Context: an optimization exercise on an open-source flow, tuned for small area. The choices shown serve that exercise and are no tape-out recipe.
At most, simulation tests tie the RTL to the original design; equivalence was not proved.
Power and IR drop assume default switching activity.

==> 08-10: inputs <==
// des_apb_top
module des_apb_top
#(
    parameter int ADDR_WIDTH = 8
)
(
    input  logic                  clk,
    input  logic                  rst_n,
    input  logic [ADDR_WIDTH-1:0] paddr,
    input  logic                  psel,
    input  logic                  penable,
    input  logic                  pwrite,
    input  logic [31:0]           pwdata,
    output logic [31:0]           prdata,
    output logic                  pready,
    output logic                  pslverr
);
==> flow/config.mk <==
export PLATFORM = sky130hd
export DESIGN_NAME = des_apb_top
export DESIGN_NICKNAME = des_apb_top
export VERILOG_FILES = /design/flow/design.v
export SDC_FILE = /design/flow/constraint.sdc
export NUM_CORES = 4
export LEC_CHECK = 0
export CAP_MARGIN = 0
export CORE_MARGIN = 2
export CORE_UTILIZATION = 40
export SLEW_MARGIN = 0
==> flow/constraint.sdc <==
create_clock -name core_clock -period 6.0 [get_ports {clk}]
set_input_delay 1.2000 -clock core_clock [delete_from_list [all_inputs] [get_ports {clk}]]
set_output_delay 1.2000 -clock core_clock [all_outputs]
set_load 0.01 [all_outputs]
standard.sh (not shown) runs the stock make flow with config.mk's settings and CLKGATE_MAP_FILE= SYNTH_SCRIPT=/design/flow/synth_recipe.tcl, a recipe that flattens the netlist after the stock synthesis.
==> flow/flow/run.sh <==
#!/bin/bash
# Own layout flow: the standard flow (standard.sh) with these changes:
#  - the port buffers are the smallest buffer cell (buf_1);
#  - clock tree: sink clusters of 10 on clkbuf_4, no dummy loads.
# Each tool's output goes to a log file of its own in the work folder.
set -euo pipefail
WORK=$PWD
PORTS="-buffer_cell sky130_fd_sc_hd__buf_1"
CTS="-sink_clustering_enable -repair_clock_nets -dont_use_dummy_load -buf_list sky130_fd_sc_hd__clkbuf_4 -sink_clustering_size 10 -sink_clustering_max_diameter 50"
CANDS=""
for f in "$WORK"/flow/abc_*.script; do
    c=$(basename "$f" .script)
    c=${c#abc_}
    CANDS="$CANDS $c"
    rm -rf "$WORK/syn_$c"
    mkdir -p "$WORK/syn_$c"
    cp -r "$FLOW_HOME/scripts" "$WORK/syn_$c/scripts"
    cp "$f" "$WORK/syn_$c/scripts/abc_speed.script"
    sed "s#$WORK/orfs#$WORK/syn_$c/orfs#g" "$WORK/standard.sh" > "$WORK/syn_$c/standard.sh"
    ( SCRIPTS_DIR="$WORK/syn_$c/scripts" bash "$WORK/syn_$c/standard.sh" ADDER_MAP_FILE= synth \
        > "$WORK/own_synth_$c.log" 2>&1 || true ) &
done
wait
for c in $CANDS; do
    ( SCRIPTS_DIR="$WORK/syn_$c/scripts" bash "$WORK/syn_$c/standard.sh" ADDER_MAP_FILE= \
        BUFFER_PORTS_ARGS="$PORTS" place > "$WORK/own_place_$c.log" 2>&1 || true ) &
done
wait
best=""
best_area=""
for c in $CANDS; do
    logs="$WORK/syn_$c/orfs/logs/$FLOW_PLATFORM/des_apb_top/base"
    [[ -f "$logs/3_5_place_dp.log" && -f "$WORK/syn_$c/orfs/results/$FLOW_PLATFORM/des_apb_top/base/3_place.odb" ]] || continue
    da=$(awk '/^Design area/ {print $3}' "$logs/3_5_place_dp.log" | tail -1)
    taps=$(sed -n 's/.*Inserted \([0-9]*\) tapcells.*/\1/p' "$logs/2_3_floorplan_tapcell.log" | tail -1)
    [[ -n "$da" && -n "$taps" ]] || continue
    a=$(awk -v d="$da" -v t="$taps" 'BEGIN{printf "%.1f", d - t * 1.2512}')
    sa=$(awk '/Chip area for module/ {print $NF}' "$WORK/syn_$c/orfs/reports/$FLOW_PLATFORM/des_apb_top/base/synth_stat.txt" | tail -1)
    echo "$c: synthesized $sa, placed $a (design area $da, $taps taps)" >> "$WORK/own_pick.log"
    if [[ -z "$best" ]] || awk -v a="$a" -v b="$best_area" 'BEGIN{exit !(a<b)}'; then
        best=$c
        best_area=$a
    fi
done
echo "picked $best ($best_area)" >> "$WORK/own_pick.log"
rm -rf "$WORK/orfs"
mv "$WORK/syn_$best/orfs" "$WORK/orfs"
export SCRIPTS_DIR="$WORK/syn_$best/scripts"
bash standard.sh ADDER_MAP_FILE= BUFFER_PORTS_ARGS="$PORTS" CTS_ARGS="$CTS" \
    finish > "$WORK/own_finish.log" 2>&1
==> flow/flow/abc_h1.script <==
strash
&get -n
&dc2
&dch
&nf -a -R 1000
&put
==> flow/flow/abc_h4.script <==
strash
&get -n
&dc2
&dch -f
&nf -a -R 1000
&put
strash
&get -n
&dch -f
&nf -a -R 1000
&put
==> flow/flow/abc_h7.script <==
strash
&get -n
&dc2
&dch -f
&nf -a -p -R 1000
&put
Other scripts of this flow, unchanged in this note and not shown: flow/flow/abc_d0.script, flow/flow/abc_d1.script, flow/flow/abc_d2.script, flow/flow/abc_d3.script, flow/flow/abc_h.script
==> 06-16 (differences from 08-10) <==
--- a/flow/design.v
+++ b/flow/design.v
@@ -1612,13 +1612,13 @@
     assign pc1_key   = des_pc1({key_hi_q, key_lo_q});
     assign ip_block  = des_ip({din_hi_q, din_lo_q});
     assign pc1_valid = des_pc1({{32{v_key_hi_q}}, {32{v_key_lo_q}}});
     assign ip_valid  = des_ip({{32{v_din_hi_q}}, {32{v_din_lo_q}}});
     assign subkey   = des_pc2({c_q, d_q});
     des_feistel_f u_f (.r(r_q), .k(subkey), .f(f_out));
-    assign shift1 = (cnt_q == 4'd0) || (cnt_q[2:0] == 3'd7) || (cnt_q == 4'd14);
+    assign shift1 = (cnt_q == 4'd0) || (cnt_q == 4'd7) || (cnt_q == 4'd14);
     always_ff @(posedge clk or negedge rst_n)
     begin
         if (!rst_n)
         begin
             busy_q <= 1'b0;
             done_q <= 1'b0;
==> flow/flow/run.sh (replaced) <==
#!/bin/bash
# Own layout flow: the standard flow (standard.sh) with these changes:
#  - the port buffers are the smallest buffer cell (buf_1);
#  - clock tree: sink clusters of 10 on clkbuf_4, no dummy loads.
# Each tool's output goes to a log file of its own in the work folder.
set -euo pipefail
WORK=$PWD
CANDS=""
for f in "$WORK"/flow/abc_*.script; do
    c=$(basename "$f" .script)
    c=${c#abc_}
    CANDS="$CANDS $c"
    rm -rf "$WORK/syn_$c"
    mkdir -p "$WORK/syn_$c"
    cp -r "$FLOW_HOME/scripts" "$WORK/syn_$c/scripts"
    cp "$f" "$WORK/syn_$c/scripts/abc_speed.script"
    sed "s#$WORK/orfs#$WORK/syn_$c/orfs#g" "$WORK/standard.sh" > "$WORK/syn_$c/standard.sh"
    ( SCRIPTS_DIR="$WORK/syn_$c/scripts" bash "$WORK/syn_$c/standard.sh" ADDER_MAP_FILE= synth \
        > "$WORK/own_synth_$c.log" 2>&1 ) &
done
wait
best=""
best_area=""
for c in $CANDS; do
    stat="$WORK/syn_$c/orfs/reports/$FLOW_PLATFORM/des_apb_top/base/synth_stat.txt"
    [[ -f "$stat" ]] || continue
    a=$(awk '/Chip area for module/ {print $NF}' "$stat" | tail -1)
    echo "$c: synthesized cell area $a" >> "$WORK/own_synth_pick.log"
    if [[ -n "$a" ]] && { [[ -z "$best" ]] || awk -v a="$a" -v b="$best_area" 'BEGIN{exit !(a<b)}'; }; then
        best=$c
        best_area=$a
    fi
done
echo "picked $best ($best_area)" >> "$WORK/own_synth_pick.log"
rm -rf "$WORK/orfs"
mv "$WORK/syn_$best/orfs" "$WORK/orfs"
export SCRIPTS_DIR="$WORK/syn_$best/scripts"
bash standard.sh ADDER_MAP_FILE= \
    BUFFER_PORTS_ARGS="-buffer_cell sky130_fd_sc_hd__buf_1" \
    CTS_ARGS="-sink_clustering_enable -repair_clock_nets -dont_use_dummy_load -buf_list sky130_fd_sc_hd__clkbuf_4 -sink_clustering_size 10 -sink_clustering_max_diameter 50" \
    finish > "$WORK/own_finish.log" 2>&1
==> flow/flow/abc_e.script (new file) <==
strash
dch -f
map -a
mfs2 -a
strash
&get -n
&dch -f
&nf -a -R 1000
&put
==> flow/flow/abc_m.script (new file) <==
strash
&get -n
&dc2
&dch -f
&nf -a -R 2000
&put
strash
&get -n
&dc2
&dch -f
&nf -a -R 2000
&put
removed: flow/flow/abc_h1.script
removed: flow/flow/abc_h4.script
removed: flow/flow/abc_h7.script
==> summary of the runs <==
Worst setup slack: 08-10 is lower than 06-16 (0.25 ns).
Combinational power is about the same in 08-10 and 06-16.
In 08-10 the core utilization is lower than in 06-16, by 0.16 points.
Of 08-10 and 06-16, 08-10 has the higher clock skew (gap 0.022 ns).
Against 06-16, the first-iteration DRC count of 08-10 is larger by about 6%.
Function was not checked in any run of this note: the RTL went through the layout flow alone.

* * *

==> inputs of run a <==
Another version of the RTL of des_apb_top (not shown whole).
export LEC_CHECK = 0
export CAP_MARGIN = 0
export CORE_MARGIN = 2
export CORE_UTILIZATION = 40
export SLEW_MARGIN = 0
create_clock -name core_clock -period 6.0 [get_ports {clk}]
==> flow/flow/run.sh <==
#!/bin/bash
# Own layout flow: the standard flow (standard.sh) with these changes:
#  - the port buffers are the smallest buffer cell (buf_1);
#  - clock tree: sink clusters of 10 on clkbuf_4, no dummy loads.
# Each tool's output goes to a log file of its own in the work folder.
set -euo pipefail
WORK=$PWD
SEEDS="0 1 2 3"
for s in $SEEDS; do
    rm -rf "$WORK/syn$s"
    mkdir -p "$WORK/syn$s"
    cp -r "$FLOW_HOME/scripts" "$WORK/syn$s/scripts"
    sed "s/@SEED@/$s/" "$WORK/flow/abc_area_map.script" > "$WORK/syn$s/scripts/abc_speed.script"
    sed "s#$WORK/orfs#$WORK/syn$s/orfs#g" "$WORK/standard.sh" > "$WORK/syn$s/standard.sh"
    ( SCRIPTS_DIR="$WORK/syn$s/scripts" bash "$WORK/syn$s/standard.sh" ADDER_MAP_FILE= synth \
        > "$WORK/own_synth_seed$s.log" 2>&1 ) &
done
wait
best=""
best_area=""
for s in $SEEDS; do
    stat="$WORK/syn$s/orfs/reports/$FLOW_PLATFORM/des_apb_top/base/synth_stat.txt"
    [[ -f "$stat" ]] || continue
    a=$(awk '/Chip area for module/ {print $NF}' "$stat" | tail -1)
    echo "seed $s: synthesized cell area $a" >> "$WORK/own_synth_pick.log"
    if [[ -n "$a" ]] && { [[ -z "$best" ]] || awk -v a="$a" -v b="$best_area" 'BEGIN{exit !(a<b)}'; }; then
        best=$s
        best_area=$a
    fi
done
echo "picked seed $best ($best_area)" >> "$WORK/own_synth_pick.log"
rm -rf "$WORK/orfs"
mv "$WORK/syn$best/orfs" "$WORK/orfs"
export SCRIPTS_DIR="$WORK/syn$best/scripts"
bash standard.sh ADDER_MAP_FILE= \
    BUFFER_PORTS_ARGS="-buffer_cell sky130_fd_sc_hd__buf_1" \
    CTS_ARGS="-sink_clustering_enable -repair_clock_nets -dont_use_dummy_load -buf_list sky130_fd_sc_hd__clkbuf_4 -sink_clustering_size 10 -sink_clustering_max_diameter 50" \
    finish > "$WORK/own_finish.log" 2>&1
==> flow/flow/abc_area_map.script <==
strash
&get -n
&deepsyn -T 180 -S @SEED@
&dch -f
&nf -a -R 1000
&put
==> inputs of run b, as changes to run a <==
--- a/flow/design.v
+++ b/flow/design.v
@@ -1548,56 +1548,75 @@
     logic        mapped;
     logic        wr_en;
     logic        start;
     assign mapped = (paddr[1:0] == 2'b00) && (paddr[7:5] == 3'b000);
     assign wr_en  = psel && penable && pwrite;
     assign start  = wr_en && (paddr == 8'h10)
                     && pwdata[0] && !busy_q;
-    logic        clr_q;
+    logic        we_key_lo;
+    logic        we_key_hi;
+    logic        we_din_lo;
+    logic        we_din_hi;
+    logic        v_key_lo_q;
+    logic        v_key_hi_q;
+    logic        v_din_lo_q;
+    logic        v_din_hi_q;
+    assign we_key_lo = wr_en && (paddr == 8'h00);
+    assign we_key_hi = wr_en && (paddr == 8'h04);
+    assign we_din_lo = wr_en && (paddr == 8'h08);
+    assign we_din_hi = wr_en && (paddr == 8'h0C);
     always_ff @(posedge clk or negedge rst_n)
     begin
         if (!rst_n)
-            clr_q <= 1'b0;
+        begin
+            v_key_lo_q <= 1'b0;
+            v_key_hi_q <= 1'b0;
+            v_din_lo_q <= 1'b0;
+            v_din_hi_q <= 1'b0;
+        end
         else
-            clr_q <= 1'b1;
+        begin
+            if (we_key_lo)
+                v_key_lo_q <= 1'b1;
+            if (we_key_hi)
+                v_key_hi_q <= 1'b1;
+            if (we_din_lo)
+                v_din_lo_q <= 1'b1;
+            if (we_din_hi)
+                v_din_hi_q <= 1'b1;
+        end
     end
-    logic [31:0] wdata;
-    logic        we_key_lo;
-    logic        we_key_hi;
-    logic        we_din_lo;
-    logic        we_din_hi;
-    assign wdata     = clr_q ? pwdata : 32'd0;
-    assign we_key_lo = !clr_q || (wr_en && paddr == 8'h00);
-    assign we_key_hi = !clr_q || (wr_en && paddr == 8'h04);
-    assign we_din_lo = !clr_q || (wr_en && paddr == 8'h08);
-    assign we_din_hi = !clr_q || (wr_en && paddr == 8'h0C);
     always_ff @(posedge clk)
     begin
         if (we_key_lo)
-            key_lo_q <= wdata;
+            key_lo_q <= pwdata;
         if (we_key_hi)
-            key_hi_q <= wdata;
+            key_hi_q <= pwdata;
         if (we_din_lo)
-            din_lo_q <= wdata;
+            din_lo_q <= pwdata;
         if (we_din_hi)
-            din_hi_q <= wdata;
+            din_hi_q <= pwdata;
     end
     logic [3:0]        cnt_q;
     logic [CD_W-1:0]   c_q;
     logic [CD_W-1:0]   d_q;
     logic [HALF_W-1:0] l_q;
     logic [HALF_W-1:0] r_q;
     logic [2*CD_W-1:0] pc1_key;
     logic [BLOCK_W-1:0] ip_block;
     logic [SUBKEY_W-1:0] subkey;
     logic [HALF_W-1:0] f_out;
     logic              shift1;
     logic [BLOCK_W-1:0] dout;
-    assign pc1_key  = des_pc1({key_hi_q, key_lo_q});
-    assign ip_block = des_ip({din_hi_q, din_lo_q});
+    logic [2*CD_W-1:0]  pc1_valid;
+    logic [BLOCK_W-1:0] ip_valid;
+    assign pc1_key   = des_pc1({key_hi_q, key_lo_q});
+    assign ip_block  = des_ip({din_hi_q, din_lo_q});
+    assign pc1_valid = des_pc1({{32{v_key_hi_q}}, {32{v_key_lo_q}}});
+    assign ip_valid  = des_ip({{32{v_din_hi_q}}, {32{v_din_lo_q}}});
     assign subkey   = des_pc2({c_q, d_q});
     des_feistel_f u_f (.r(r_q), .k(subkey), .f(f_out));
     assign shift1 = (cnt_q == 4'd0) || (cnt_q == 4'd7) || (cnt_q == 4'd14);
     always_ff @(posedge clk or negedge rst_n)
     begin
         if (!rst_n)
         begin
@@ -1619,34 +1638,34 @@
     logic              sel_r1;
     logic              sel_r2;
     logic [CD_W-1:0]   c_d;
     logic [CD_W-1:0]   d_d;
     assign sel_ld = start;
     assign sel_r1 = !start && shift1;
     assign sel_r2 = !start && !shift1;
-    assign c_d = ({CD_W{sel_ld}} & pc1_key[2*CD_W-1:CD_W])
+    assign c_d = ({CD_W{sel_ld}} & pc1_valid[2*CD_W-1:CD_W] & pc1_key[2*CD_W-1:CD_W])
                | ({CD_W{sel_r1}} & {c_q[0], c_q[CD_W-1:1]})
                | ({CD_W{sel_r2}} & {c_q[1:0], c_q[CD_W-1:2]});
-    assign d_d = ({CD_W{sel_ld}} & pc1_key[CD_W-1:0])
+    assign d_d = ({CD_W{sel_ld}} & pc1_valid[CD_W-1:0] & pc1_key[CD_W-1:0])
                | ({CD_W{sel_r1}} & {d_q[0], d_q[CD_W-1:1]})
                | ({CD_W{sel_r2}} & {d_q[1:0], d_q[CD_W-1:2]});
     always_ff @(posedge clk)
     begin
         cnt_q <= start ? 4'd0 : cnt_q + 4'd1;
         c_q   <= c_d;
         d_q   <= d_d;
     end
     logic              hold;
     logic [HALF_W-1:0] l_d;
     logic [HALF_W-1:0] r_d;
     assign hold = !start && !busy_q;
-    assign l_d  = ({HALF_W{start}}  & ip_block[BLOCK_W-1:HALF_W])
+    assign l_d  = ({HALF_W{start}}  & ip_valid[BLOCK_W-1:HALF_W] & ip_block[BLOCK_W-1:HALF_W])
                 | ({HALF_W{busy_q}} & r_q)
                 | ({HALF_W{hold}}   & l_q);
-    assign r_d  = ({HALF_W{start}}  & ip_block[HALF_W-1:0])
+    assign r_d  = ({HALF_W{start}}  & ip_valid[HALF_W-1:0] & ip_block[HALF_W-1:0])
                 | ({HALF_W{busy_q}} & (l_q ^ f_out))
                 | ({HALF_W{hold}}   & r_q);
     always_ff @(posedge clk)
     begin
         l_q <= l_d;
         r_q <= r_d;
     end
@@ -1654,18 +1673,18 @@
     logic sel_key_lo;
     logic sel_key_hi;
     logic sel_din_lo;
     logic sel_din_hi;
     logic sel_status;
     logic sel_dout_lo;
     logic sel_dout_hi;
-    assign sel_key_lo  = (paddr == 8'h00);
-    assign sel_key_hi  = (paddr == 8'h04);
-    assign sel_din_lo  = (paddr == 8'h08);
-    assign sel_din_hi  = (paddr == 8'h0C);
+    assign sel_key_lo  = (paddr == 8'h00) && v_key_lo_q;
+    assign sel_key_hi  = (paddr == 8'h04) && v_key_hi_q;
+    assign sel_din_lo  = (paddr == 8'h08) && v_din_lo_q;
+    assign sel_din_hi  = (paddr == 8'h0C) && v_din_hi_q;
     assign sel_status  = (paddr == 8'h14);
     assign sel_dout_lo = (paddr == 8'h18);
     assign sel_dout_hi = (paddr == 8'h1C);
     assign prdata = ({32{sel_key_lo}}  & key_lo_q)
                   | ({32{sel_key_hi}}  & key_hi_q)
                   | ({32{sel_din_lo}}  & din_lo_q)
                   | ({32{sel_din_hi}}  & din_hi_q)
==> inputs of run c, as changes to run a <==
--- a/flow/design.v
+++ b/flow/design.v
@@ -1611,67 +1611,59 @@
         end
         else if (busy_q && cnt_q == 4'd15)
         begin
             busy_q <= 1'b0;
             done_q <= 1'b1;
         end
     end
-    logic              sel_ld;
-    logic              sel_r1;
-    logic              sel_r2;
-    logic [CD_W-1:0]   c_d;
-    logic [CD_W-1:0]   d_d;
-    assign sel_ld = start;
-    assign sel_r1 = !start && shift1;
-    assign sel_r2 = !start && !shift1;
-    assign c_d = ({CD_W{sel_ld}} & pc1_key[2*CD_W-1:CD_W])
-               | ({CD_W{sel_r1}} & {c_q[0], c_q[CD_W-1:1]})
-               | ({CD_W{sel_r2}} & {c_q[1:0], c_q[CD_W-1:2]});
-    assign d_d = ({CD_W{sel_ld}} & pc1_key[CD_W-1:0])
-               | ({CD_W{sel_r1}} & {d_q[0], d_q[CD_W-1:1]})
-               | ({CD_W{sel_r2}} & {d_q[1:0], d_q[CD_W-1:2]});
     always_ff @(posedge clk)
     begin
-        cnt_q <= start ? 4'd0 : cnt_q + 4'd1;
-        c_q   <= c_d;
-        d_q   <= d_d;
+        if (start)
+        begin
+            cnt_q <= 4'd0;
+            c_q   <= pc1_key[2*CD_W-1:CD_W];
+            d_q   <= pc1_key[CD_W-1:0];
+            l_q   <= ip_block[BLOCK_W-1:HALF_W];
+            r_q   <= ip_block[HALF_W-1:0];
+        end
+        else
+        begin
+            cnt_q <= cnt_q + 4'd1;
+            if (shift1)
+            begin
+                c_q <= {c_q[0], c_q[CD_W-1:1]};
+                d_q <= {d_q[0], d_q[CD_W-1:1]};
+            end
+            else
+            begin
+                c_q <= {c_q[1:0], c_q[CD_W-1:2]};
+                d_q <= {d_q[1:0], d_q[CD_W-1:2]};
+            end
+            if (busy_q)
+            begin
+                l_q <= r_q;
+                r_q <= l_q ^ f_out;
+            end
+        end
     end
-    logic              hold;
-    logic [HALF_W-1:0] l_d;
-    logic [HALF_W-1:0] r_d;
-    assign hold = !start && !busy_q;
-    assign l_d  = ({HALF_W{start}}  & ip_block[BLOCK_W-1:HALF_W])
-                | ({HALF_W{busy_q}} & r_q)
-                | ({HALF_W{hold}}   & l_q);
-    assign r_d  = ({HALF_W{start}}  & ip_block[HALF_W-1:0])
-                | ({HALF_W{busy_q}} & (l_q ^ f_out))
-                | ({HALF_W{hold}}   & r_q);
-    always_ff @(posedge clk)
+    assign dout = des_fp({r_q, l_q});
+    always_comb
     begin
-        l_q <= l_d;
-        r_q <= r_d;
+        prdata = '0;
+        case (paddr)
+            8'h00:  prdata = key_lo_q;
+            8'h04:  prdata = key_hi_q;
+            8'h08:  prdata = din_lo_q;
+            8'h0C:  prdata = din_hi_q;
+            8'h14:
+            begin
+                prdata[0] = busy_q;
+                prdata[1] = done_q;
+            end
+            8'h18: prdata = dout[31:0];
+            8'h1C: prdata = dout[63:32];
+            default: ;
+        endcase
     end
-    assign dout = des_fp({r_q, l_q});
-    logic sel_key_lo;
-    logic sel_key_hi;
-    logic sel_din_lo;
-    logic sel_din_hi;
-    logic sel_status;
-    logic sel_dout_lo;
-    logic sel_dout_hi;
-    assign sel_key_lo  = (paddr == 8'h00);
-    assign sel_key_hi  = (paddr == 8'h04);
-    assign sel_din_lo  = (paddr == 8'h08);
-    assign sel_din_hi  = (paddr == 8'h0C);
-    assign sel_status  = (paddr == 8'h14);
-    assign sel_dout_lo = (paddr == 8'h18);
-    assign sel_dout_hi = (paddr == 8'h1C);
-    assign prdata = ({32{sel_key_lo}}  & key_lo_q)
-                  | ({32{sel_key_hi}}  & key_hi_q)
-                  | ({32{sel_din_lo}}  & din_lo_q)
-                  | ({32{sel_din_hi}}  & din_hi_q)
-                  | ({32{sel_dout_lo}} & dout[31:0])
-                  | ({32{sel_dout_hi}} & dout[63:32])
-                  | ({32{sel_status}}  & {30'd0, done_q, busy_q});
     assign pready  = 1'b1;
     assign pslverr = !mapped;
 endmodule
==> results.json <==
{
  "status": "no timing/DRC/antenna violations",
  "die-area_um2": 33700,
  "core_area_um2": 31600,
  "antenna_found_initial": 2,
  "fin_area_um2": 14200,
  "rrSetupSlack_ps": 1930,
  "synth-compound-area-share_pct": 23.7
}
That was run a.
==> results.json <==
{
  "synth-compound-area-share_pct": 22.5,
  "status": "no timing/DRC/antenna violations",
  "ir_worst_vdd_mv": 0.155,
  "fin_area_um2": 14200,
  "clockBufferDepth": 3,
  "vias_per_cell": 6.29,
  "rrSetupSlack_ps": 2150,
  "die-area_um2": 33800,
  "h-tree-depth": 2,
  "antenna_found_initial": 2,
  "maxSlewHeadroom_pct": 17.4
}
That was run b.
==> results.json <==
{
  "die-area_um2": 35000,
  "fmax_mhz": 228,
  "antenna_found_initial": 1,
  "p_int_w": 0.00356,
  "layout_common_cells": "nor2_1, edfxtp_1, nand2_1",
  "grtUsageMet2_pct": 37.2,
  "fin_area_um2": 14800,
  "rrSetupSlack_ps": 1920,
  "clockBufferDepth": 3,
  "seq_share_pct": 47.6,
  "status": "no timing/DRC/antenna violations",
  "synth-compound-area-share_pct": 19.2
}
That was run c.
For run b, only the layout was checked, not whether the RTL still works.

-- what the ideal ports hide --
How much do the figures lean on ideal ports? The routed layouts below were timed once more, with nothing changed but the port constraints. Step 1 assumes that a clkbuf_16 drives the clock port and a buf_2 every other input. Step 2 adds t to the input delays and takes it off the output delays; t is the mean of the earliest and latest rising clock arrival at the registers after step 1. Input paths then give back, and output paths get back, about the clock's delay inside the block. a / b / c = ideal ports / drivers / drivers and shift; a / b = the first two.
run	t (ns)	slack for setup (ns)	hold slack, ns	clock arrival spread, ns	worst data-port slew with drivers (ns)
08-10	0.675	1.363 / 1.342 / 1.342	0.405 / 0.384 / 0.471	0.088 / 0.087	0.08
06-16	0.680	1.612 / 1.592 / 1.592	0.377 / 0.358 / 0.467	0.065 / 0.066	0.08
run a	0.746	1.326 / 1.305 / 1.305	0.262 / 0.236 / 0.475	0.050 / 0.050	0.04
run b	0.631	1.224 / 1.203 / 1.203	0.428 / 0.411 / 0.429	0.098 / 0.098	0.10
run c	0.704	1.613 / 1.593 / 1.593	0.306 / 0.284 / 0.490	0.084 / 0.084	0.03
After both steps setup and hold are still met in every run listed.
